This design comes from an exercise in tuning for small area and a short achievable clock period on the open sky130 flow, not from production work.
In this exercise RTL edits were held to simulation tests only and were not proved equivalent to the original.
Power and IR drop assume default switching activity.

==> inputs of 01-14 <==
// regfile_scoreboard
module regfile_scoreboard #(
    parameter int DATA_W   = 32,
    parameter int ADDR_W   = 5,
    parameter int ZERO_REG = 1
) (
    input  logic              clk,
    input  logic              rst,
    input  logic [ADDR_W-1:0] rs,
    input  logic [ADDR_W-1:0] rt,
    input  logic [ADDR_W-1:0] write_reg,
    input  logic              RegWrite,
    input  logic [DATA_W-1:0] write_data,
    input  logic [ADDR_W-1:0] reserve_reg,
    input  logic              Reserve,
    output logic [DATA_W-1:0] a,
    output logic [DATA_W-1:0] b,
    output logic              a_busy,
    output logic              b_busy,
    output logic              stall,
    output logic [ADDR_W:0]   busy_count
);
    localparam int c_DEPTH = 1 << ADDR_W;
    localparam int c_LO    = (ZERO_REG != 0) ? 1 : 0;
    logic [DATA_W-1:0]  regs_q [c_LO:c_DEPTH-1];
    logic [c_DEPTH-1:0] valid_q;
    logic [c_DEPTH-1:0] busy_q;
    logic [ADDR_W:0]    busy_count_q;
    logic [c_DEPTH-1:0] w_wr;
    logic [c_DEPTH-1:0] w_rsv;
    logic [c_DEPTH-1:0] w_dec_a;
    logic [c_DEPTH-1:0] w_dec_b;
    always_comb begin
        for (int i = 0; i < c_DEPTH; i++) begin
            w_wr[i]    = (i >= c_LO) && RegWrite && (write_reg == ADDR_W'(i));
            w_rsv[i]   = (i >= c_LO) && Reserve  && (reserve_reg == ADDR_W'(i));
            w_dec_a[i] = (i >= c_LO) && (rs == ADDR_W'(i));
  ...
clock: 7.0 ns
lec_check: 0
cap_margin: 20
core_margin: 2
core_utilization: 55
setup_slack_margin: 1.5
slew_margin: 20
synth_hierarchical: 1
synth_minimum_keep_size: 0
standard.sh (not shown) runs the stock make flow with config.mk's settings and CLKGATE_MAP_FILE= SYNTH_SCRIPT=/design/flow/synth_recipe.tcl, a recipe that flattens the netlist after the stock synthesis.
==> flow/flow/run.sh <==
#!/bin/bash
# Standard ORFS layout with a few changes to how it is made:
#  - ports are buffered with plain buffers (buf_2) instead of the delay cell
#    buffer_ports picks by default;
#  - resizing may change a cell's footprint, so timing repair can swap them;
#  - CTS inserts no dummy loads, builds the tree from clkbuf_4/clkbuf_8 and
#    clusters up to 20 sinks per leaf buffer;
set -uo pipefail
ARGS=(
  "BUFFER_PORTS_ARGS=-buffer_cell sky130_fd_sc_hd__buf_2"
  "MATCH_CELL_FOOTPRINT=0"
  "CTS_ARGS=-sink_clustering_enable -repair_clock_nets -dont_use_dummy_load -sink_clustering_size 20 -sink_clustering_max_diameter 60 -buf_list {sky130_fd_sc_hd__clkbuf_4 sky130_fd_sc_hd__clkbuf_8}"
)
bash standard.sh "${ARGS[@]}" cts > flow_make_cts.log 2>&1
rc=$?
if [[ $rc -ne 0 ]]; then tail -20 flow_make_cts.log; exit $rc; fi
bash standard.sh "${ARGS[@]}" "SETUP_SLACK_MARGIN=2.0" "SETUP_MOVE_SEQUENCE=sizeup,swap" finish > flow_make_finish.log 2>&1
rc=$?
tail -20 flow_make_finish.log
exit $rc
==> 06-26 (differences from 01-14) <==
CORE_UTILIZATION = 45   (was 55)
==> metrics.yaml <==
fin_cells: 4044
wl_met3_um: 30700
multi_input_area_share_pct: 27.8
fin_skew_ns: 0.0850
grt_pass1_vias: 32300
path_buf_inv: 2
grt_util_met3_pct: 14.0
p_seq_share_pct: 64.5
status: "complete, no violations"
max-slew-margin-rel_pct: 18.3
wire_per_inst_um: 41.5
antenna_found_initial: 4
[end of results for 01-14]
==> metrics.yaml <==
grt_util_met3_pct: 10.6
antenna_found_initial: 6
multi_input_area_share_pct: 27.9
nClkBuffers: 78
fin_cells: 4305
grt_pass1_vias: 32300
max-slew-margin-rel_pct: 21.1
p_seq_share_pct: 64.3
fin_skew_ns: 0.0528
status: "complete, no violations"
antenna_cells: 12
wl_met3_um: 27600
path_buf_inv: 3
wire_per_inst_um: 39.0
[end of results for 06-26]

========
==> maple <==
==> flow/design.v <==
`default_nettype none
module regfile_scoreboard #(
    parameter int DATA_W   = 32,
    parameter int ADDR_W   = 5,
    parameter int ZERO_REG = 1
) (
    input  logic              clk,
    input  logic              rst,
    input  logic [ADDR_W-1:0] rs,
    input  logic [ADDR_W-1:0] rt,
    input  logic [ADDR_W-1:0] write_reg,
    input  logic              RegWrite,
    input  logic [DATA_W-1:0] write_data,
    input  logic [ADDR_W-1:0] reserve_reg,
    input  logic              Reserve,
    output logic [DATA_W-1:0] a,
    output logic [DATA_W-1:0] b,
    output logic              a_busy,
    output logic              b_busy,
    output logic              stall,
    output logic [ADDR_W:0]   busy_count
);
    localparam int c_DEPTH = 1 << ADDR_W;
    localparam int c_LO    = (ZERO_REG != 0) ? 1 : 0;
    logic [DATA_W-1:0]  regs_q [c_LO:c_DEPTH-1];
    logic [c_DEPTH-1:0] valid_q;
    logic [c_DEPTH-1:0] busy_q;
    logic [ADDR_W:0]    busy_count_q;
    logic [c_DEPTH-1:0] w_wr;
    logic [c_DEPTH-1:0] w_rsv;
    logic [c_DEPTH-1:0] w_dec_a;
    logic [c_DEPTH-1:0] w_dec_b;
    always_comb begin
        for (int i = 0; i < c_DEPTH; i++) begin
            w_wr[i]    = (i >= c_LO) && RegWrite && (write_reg == ADDR_W'(i));
            w_rsv[i]   = (i >= c_LO) && Reserve  && (reserve_reg == ADDR_W'(i));
            w_dec_a[i] = (i >= c_LO) && (rs == ADDR_W'(i));
            w_dec_b[i] = (i >= c_LO) && (rt == ADDR_W'(i));
        end
    end
    logic w_wr_en;
    logic w_bypass_a;
    logic w_bypass_b;
    assign w_wr_en    = |w_wr;
    assign w_bypass_a = w_wr_en && (write_reg == rs);
    assign w_bypass_b = w_wr_en && (write_reg == rt);
    always_ff @(posedge clk) begin
        for (int i = c_LO; i < c_DEPTH; i++) begin
            if (w_wr[i]) regs_q[i] <= write_data;
        end
    end
    logic w_inc;
    logic w_dec;
    assign w_inc = |(w_rsv & ~busy_q);
    assign w_dec = |(w_wr & busy_q & ~w_rsv);
    logic [c_DEPTH-1:c_LO] valid_r;
    logic [c_DEPTH-1:c_LO] busy_r;
    always_ff @(posedge clk or posedge rst) begin
        if (rst) begin
            valid_r <= '0;
            busy_r  <= '0;
        end else begin
            valid_r <= valid_r | w_wr[c_DEPTH-1:c_LO];
            busy_r  <= w_rsv[c_DEPTH-1:c_LO] | (busy_r & ~w_wr[c_DEPTH-1:c_LO]);
        end
    end
    generate
        if (c_LO != 0) begin : g_zero_flags
            assign valid_q = {valid_r, 1'b0};
            assign busy_q  = {busy_r, 1'b0};
        end else begin : g_all_flags
            assign valid_q = valid_r;
            assign busy_q  = busy_r;
        end
    endgenerate
    always_ff @(posedge clk or posedge rst) begin
        if (rst) begin
            busy_count_q <= '0;
        end else begin
            busy_count_q <= busy_count_q + {{ADDR_W{w_dec && !w_inc}}, w_inc ^ w_dec};
        end
    end
    logic [c_DEPTH-1:0] w_sel_a;
    logic [c_DEPTH-1:0] w_sel_b;
    logic               w_byp_a;
    logic               w_byp_b;
    assign w_sel_a = w_dec_a & valid_q & {c_DEPTH{!rst && !w_bypass_a}};
    assign w_sel_b = w_dec_b & valid_q & {c_DEPTH{!rst && !w_bypass_b}};
    assign w_byp_a = !rst && w_bypass_a;
    assign w_byp_b = !rst && w_bypass_b;
    always_comb begin
        a = {DATA_W{w_byp_a}} & write_data;
        b = {DATA_W{w_byp_b}} & write_data;
        for (int i = c_LO; i < c_DEPTH; i++) begin
            a = a | ({DATA_W{w_sel_a[i]}} & regs_q[i]);
            b = b | ({DATA_W{w_sel_b[i]}} & regs_q[i]);
        end
    end
    assign a_busy     = !rst && !w_bypass_a && |(w_dec_a & busy_q);
    assign b_busy     = !rst && !w_bypass_b && |(w_dec_b & busy_q);
    assign stall      = a_busy || b_busy;
    assign busy_count = busy_count_q;
endmodule
`default_nettype wire
==> flow/run.sh <==
#!/bin/bash
# synth_recipe.tcl (not shown) runs the flow's synth.tcl, then flattens the netlist and writes it again
# the make line also repeats each setting of config.mk as NAME=value (left out here)
make -C /OpenROAD-flow-scripts/flow DESIGN_CONFIG=/design/flow/config.mk WORK_HOME=/design/flow/orfs CLKGATE_MAP_FILE= SYNTH_SCRIPT=/design/flow/synth_recipe.tcl finish
==> flow/config.mk <==
export PLATFORM = sky130hd
export DESIGN_NAME = regfile_scoreboard
export DESIGN_NICKNAME = regfile_scoreboard
export VERILOG_FILES = /design/flow/design.v
export SDC_FILE = /design/flow/constraint.sdc
export NUM_CORES = 4
export LEC_CHECK = 0
export CAP_MARGIN = 20
export CORE_MARGIN = 2
export CORE_UTILIZATION = 40
export SLEW_MARGIN = 20
==> flow/constraint.sdc <==
create_clock -name core_clock -period 7.0 [get_ports {clk}]
set_input_delay 1.4000 -clock core_clock [delete_from_list [all_inputs] [get_ports {clk}]]
set_output_delay 1.4000 -clock core_clock [all_outputs]
set_load 0.01 [all_outputs]
==> juniper: changes against maple <==
==> flow/design.v, changed modules only <==
module regfile_scoreboard #(
    parameter int DATA_W   = 32,
    parameter int ADDR_W   = 5,
    parameter int ZERO_REG = 1
) (
    input  logic              clk,
    input  logic              rst,
    input  logic [ADDR_W-1:0] rs,
    input  logic [ADDR_W-1:0] rt,
    input  logic [ADDR_W-1:0] write_reg,
    input  logic              RegWrite,
    input  logic [DATA_W-1:0] write_data,
    input  logic [ADDR_W-1:0] reserve_reg,
    input  logic              Reserve,
    output logic [DATA_W-1:0] a,
    output logic [DATA_W-1:0] b,
    output logic              a_busy,
    output logic              b_busy,
    output logic              stall,
    output logic [ADDR_W:0]   busy_count
);
    localparam int c_DEPTH = 1 << ADDR_W;
    localparam int c_LO    = (ZERO_REG != 0) ? 1 : 0;
    logic [DATA_W-1:0]  regs_q [c_LO:c_DEPTH-1];
    logic [c_DEPTH-1:0] valid_q;
    logic [c_DEPTH-1:0] busy_q;
    logic [ADDR_W:0]    busy_count_q;
    logic [c_DEPTH-1:0] w_wr;
    logic [c_DEPTH-1:0] w_rsv;
    logic [c_DEPTH-1:0] w_dec_a;
    logic [c_DEPTH-1:0] w_dec_b;
    always_comb begin
        for (int i = 0; i < c_DEPTH; i++) begin
            w_wr[i]    = (i >= c_LO) && RegWrite && (write_reg == ADDR_W'(i));
            w_rsv[i]   = (i >= c_LO) && Reserve  && (reserve_reg == ADDR_W'(i));
            w_dec_a[i] = (i >= c_LO) && (rs == ADDR_W'(i));
            w_dec_b[i] = (i >= c_LO) && (rt == ADDR_W'(i));
        end
    end
    logic w_wr_en;
    logic w_bypass_a;
    logic w_bypass_b;
    assign w_wr_en    = |w_wr;
    assign w_bypass_a = w_wr_en && (write_reg == rs);
    assign w_bypass_b = w_wr_en && (write_reg == rt);
    always_ff @(posedge clk) begin
        for (int i = c_LO; i < c_DEPTH; i++) begin
            if (w_wr[i]) regs_q[i] <= write_data;
        end
    end
    logic w_inc;
    logic w_dec;
    assign w_inc = |(w_rsv & ~busy_q);
    assign w_dec = |(w_wr & busy_q & ~w_rsv);
    logic [c_DEPTH-1:c_LO] valid_r;
    logic [c_DEPTH-1:c_LO] busy_r;
    always_ff @(posedge clk or posedge rst) begin
        if (rst) begin
            valid_r <= '0;
            busy_r  <= '0;
        end else begin
            valid_r <= valid_r | w_wr[c_DEPTH-1:c_LO];
            busy_r  <= w_rsv[c_DEPTH-1:c_LO] | (busy_r & ~w_wr[c_DEPTH-1:c_LO]);
        end
    end
    generate
        if (c_LO != 0) begin : g_zero_flags
            assign valid_q = {valid_r, 1'b0};
            assign busy_q  = {busy_r, 1'b0};
        end else begin : g_all_flags
            assign valid_q = valid_r;
            assign busy_q  = busy_r;
        end
    endgenerate
    always_ff @(posedge clk or posedge rst) begin
        if (rst) begin
            busy_count_q <= '0;
        end else begin
            busy_count_q <= busy_count_q + {{ADDR_W{w_dec && !w_inc}}, w_inc ^ w_dec};
        end
    end
    logic [c_DEPTH-1:0] w_sel_a_lo;
    logic [c_DEPTH-1:0] w_sel_a_hi;
    logic [c_DEPTH-1:0] w_sel_b_lo;
    logic [c_DEPTH-1:0] w_sel_b_hi;
    logic               w_byp_a;
    logic               w_byp_b;
    generate
        if (ADDR_W == 5) begin : g_fast_dec
            rf_dec32 u_dec_a_lo (.addr(rs), .valid(valid_q), .sel(w_sel_a_lo));
            rf_dec32 u_dec_a_hi (.addr(rs), .valid(valid_q), .sel(w_sel_a_hi));
            rf_dec32 u_dec_b_lo (.addr(rt), .valid(valid_q), .sel(w_sel_b_lo));
            rf_dec32 u_dec_b_hi (.addr(rt), .valid(valid_q), .sel(w_sel_b_hi));
        end else begin : g_generic_dec
            assign w_sel_a_lo = w_dec_a & valid_q;
            assign w_sel_a_hi = w_dec_a & valid_q;
            assign w_sel_b_lo = w_dec_b & valid_q;
            assign w_sel_b_hi = w_dec_b & valid_q;
        end
    endgenerate
    assign w_byp_a = w_bypass_a;
    assign w_byp_b = w_bypass_b;
    for (genvar j = 0; j < DATA_W; j++) begin : g_rd
        logic [c_DEPTH-c_LO-1:0] w_col;
        logic                    w_ma_n;
        logic                    w_mb_n;
        logic [c_DEPTH-1:0]      w_sel_a;
        logic [c_DEPTH-1:0]      w_sel_b;
        assign w_sel_a = (j < DATA_W / 2) ? w_sel_a_lo : w_sel_a_hi;
        assign w_sel_b = (j < DATA_W / 2) ? w_sel_b_lo : w_sel_b_hi;
        for (genvar i = c_LO; i < c_DEPTH; i++) begin : g_col
            assign w_col[i-c_LO] = regs_q[i][j];
        end
        if (c_DEPTH - c_LO == 31) begin : g_fast
            rf_aomux31 u_a (.sel(w_sel_a[c_DEPTH-1:c_LO]), .d(w_col), .yn(w_ma_n));
            rf_aomux31 u_b (.sel(w_sel_b[c_DEPTH-1:c_LO]), .d(w_col), .yn(w_mb_n));
        end else begin : g_generic
            assign w_ma_n = ~|(w_sel_a[c_DEPTH-1:c_LO] & w_col);
            assign w_mb_n = ~|(w_sel_b[c_DEPTH-1:c_LO] & w_col);
        end
        assign a[j] = !rst && (w_byp_a ? write_data[j] : !w_ma_n);
        assign b[j] = !rst && (w_byp_b ? write_data[j] : !w_mb_n);
    end
    assign a_busy     = !rst && !w_bypass_a && |(w_dec_a & busy_q);
    assign b_busy     = !rst && !w_bypass_b && |(w_dec_b & busy_q);
    assign stall      = a_busy || b_busy;
    assign busy_count = busy_count_q;
endmodule
module rf_aomux31 (
    input  logic [30:0] sel,
    input  logic [30:0] d,
    output logic        yn
);
    logic [10:0] w_n;
    logic [2:0]  w_h;
    for (genvar g = 0; g < 10; g++) begin : g_leg
        rf_aoi3 u_aoi (.s(sel[3*g+2:3*g]), .d(d[3*g+2:3*g]), .yn(w_n[g]));
    end
    rf_nand2 u_n2 (.a({sel[30], d[30]}), .y(w_n[10]));
    rf_nand4 u_h0 (.a(w_n[3:0]), .y(w_h[0]));
    rf_nand4 u_h1 (.a(w_n[7:4]), .y(w_h[1]));
    rf_nand3 u_h2 (.a(w_n[10:8]), .y(w_h[2]));
    rf_nor3  u_o  (.a(w_h), .y(yn));
endmodule
module rf_dec32 (
    input  logic [4:0]  addr,
    input  logic [31:0] valid,
    output logic [31:0] sel
);
    logic [3:0] w_lo;
    logic [7:0] w_hi;
    rf_pre2 u_lo (.a(addr[1:0]), .y(w_lo));
    rf_pre3 u_hi (.a(addr[4:2]), .y(w_hi));
    for (genvar i = 0; i < 32; i++) begin : g_sel
        rf_and3 u_and (.a({w_lo[i%4], w_hi[i/4], valid[i]}), .y(sel[i]));
    end
endmodule
module rf_pre2 (
    input  logic [1:0] a,
    output logic [3:0] y
);
    for (genvar i = 0; i < 4; i++) begin : g_y
        assign y[i] = (a == 2'(i));
    end
endmodule
module rf_pre3 (
    input  logic [2:0] a,
    output logic [7:0] y
);
    for (genvar i = 0; i < 8; i++) begin : g_y
        assign y[i] = (a == 3'(i));
    end
endmodule
module rf_and3 (
    input  logic [2:0] a,
    output logic       y
);
    assign y = &a;
endmodule
module rf_aoi3 (
    input  logic [2:0] s,
    input  logic [2:0] d,
    output logic       yn
);
    assign yn = ~|(s & d);
endmodule
module rf_nand2 (
    input  logic [1:0] a,
    output logic       y
);
    assign y = ~&a;
endmodule
module rf_nand3 (
    input  logic [2:0] a,
    output logic       y
);
    assign y = ~&a;
endmodule
module rf_nand4 (
    input  logic [3:0] a,
    output logic       y
);
    assign y = ~&a;
endmodule
module rf_nor3 (
    input  logic [2:0] a,
    output logic       y
);
    assign y = ~|a;
endmodule
==> flow/flow/run.sh (new file) <==
#!/bin/bash
# Standard ORFS layout with a few changes to how it is made:
#  - ports are buffered with plain buffers (buf_2) instead of the delay cell
#    buffer_ports picks by default;
#  - resizing may change a cell's footprint, so timing repair can swap them;
#  - CTS inserts no dummy loads, builds the tree from clkbuf_4/clkbuf_8 and
#    clusters up to 16 sinks per leaf buffer;
set -uo pipefail
ARGS=(
  "BUFFER_PORTS_ARGS=-buffer_cell sky130_fd_sc_hd__buf_2"
  "MATCH_CELL_FOOTPRINT=0"
  "CTS_ARGS=-sink_clustering_enable -repair_clock_nets -dont_use_dummy_load -sink_clustering_size 16 -sink_clustering_max_diameter 50 -buf_list {sky130_fd_sc_hd__clkbuf_4 sky130_fd_sc_hd__clkbuf_8}"
)
bash standard.sh "${ARGS[@]}" cts > flow_make_cts.log 2>&1
rc=$?
if [[ $rc -ne 0 ]]; then tail -20 flow_make_cts.log; exit $rc; fi
bash standard.sh "${ARGS[@]}" "SETUP_SLACK_MARGIN=2.0" "SETUP_MOVE_SEQUENCE=sizeup,swap" finish > flow_make_finish.log 2>&1
rc=$?
tail -20 flow_make_finish.log
exit $rc
==> flow/standard.sh (new file) <==
#!/bin/bash
# synth_recipe.tcl (not shown) runs the flow's synth.tcl, then flattens the netlist and writes it again
# the make line also repeats each setting of config.mk as NAME=value (left out here)
make -C /OpenROAD-flow-scripts/flow DESIGN_CONFIG=/design/flow/config.mk WORK_HOME=/design/flow/orfs CLKGATE_MAP_FILE= SYNTH_SCRIPT=/design/flow/synth_recipe.tcl "${@:-finish}"
CORE_UTILIZATION = 45   (was 40)
SETUP_SLACK_MARGIN = 1.5   (was not set)
SYNTH_HIERARCHICAL = 1   (was not set)
SYNTH_MINIMUM_KEEP_SIZE = 0   (was not set)
removed: flow/run.sh
==> summary of the runs <==
- Of juniper and maple, maple has the higher combinational power (gap about 30%, measured against maple).
- Total power: maple is larger than juniper (about 30%).
- Synthesized area: maple is higher than juniper (7.4%).
- Between juniper and maple, the lower global-route usage is in juniper (gap 15 points).
- maple finished with setup timing left. juniper finished clean.
- Core utilization: juniper is higher than maple (2.0 points).
- Worst setup slack: juniper is higher than maple (1.9 ns).
==> figures <==
                                                               maple       juniper
Final area over synthesized area                             1.2135x       1.1183x
Switching power as a share of total power                     0.2696        0.2531
DRT iter0 DRCs                                                11.55k         9,035
Power after layout                                         15,320 uW     11,830 uW
Result of the run                           finished with violations  no timing/DRC/antenna violations
Layout check failures                                   setup timing             -
Setup ws final                                            -0.1495 ns      1.745 ns
Final Cell Area                                         58,430 sq um  50,110 sq um
Part of the power in registers                                 0.481         0.619
Share of power burned in the clock network                     0.411         0.284
Worst-case hold slack                                      0.4844 ns     0.5128 ns
Combinational group share of total power                       0.108         0.097
Post-CTS repair timing setup buffer count                          0             3
Signal arrival time at the worst endpoint                    5.75 ns       3.86 ns

## what the ideal ports hide
No port has a modelled driver above. Below, the same layouts with a new extraction and two added sets of constraints. Step 1: set_driving_cell puts a clkbuf_16 on clk and a buf_2 on each other input, an assumption about the parent block. Step 2, shift: input delay + t, output delay - t, t = (earliest + latest rising clock arrival at the registers) / 2. This alone moves slack from input paths to output paths. a / b / c = no drivers / after step 1 / after step 2; a / b = the first two.
run | t (ns) | setup slack, ns | worst hold slack (ns) | pins driven straight from the clock port
01-14 | 0.750 | 1.769 / 1.611 / 1.611 | 0.540 / 0.540 / 0.540 | 1
06-26 | 0.796 | 1.827 / 1.774 / 1.774 | 0.524 / 0.524 / 0.524 | 1
maple | 0.832 | -0.149 / -0.176 / -0.176 | 0.484 / 0.484 / 0.484 | 1
juniper | 0.814 | 1.745 / 1.696 / 1.696 | 0.513 / 0.513 / 0.513 | 1
The setup slack of 01-14, which loses most, moves by -0.158 ns with the drivers and by -0.158 ns with both steps.
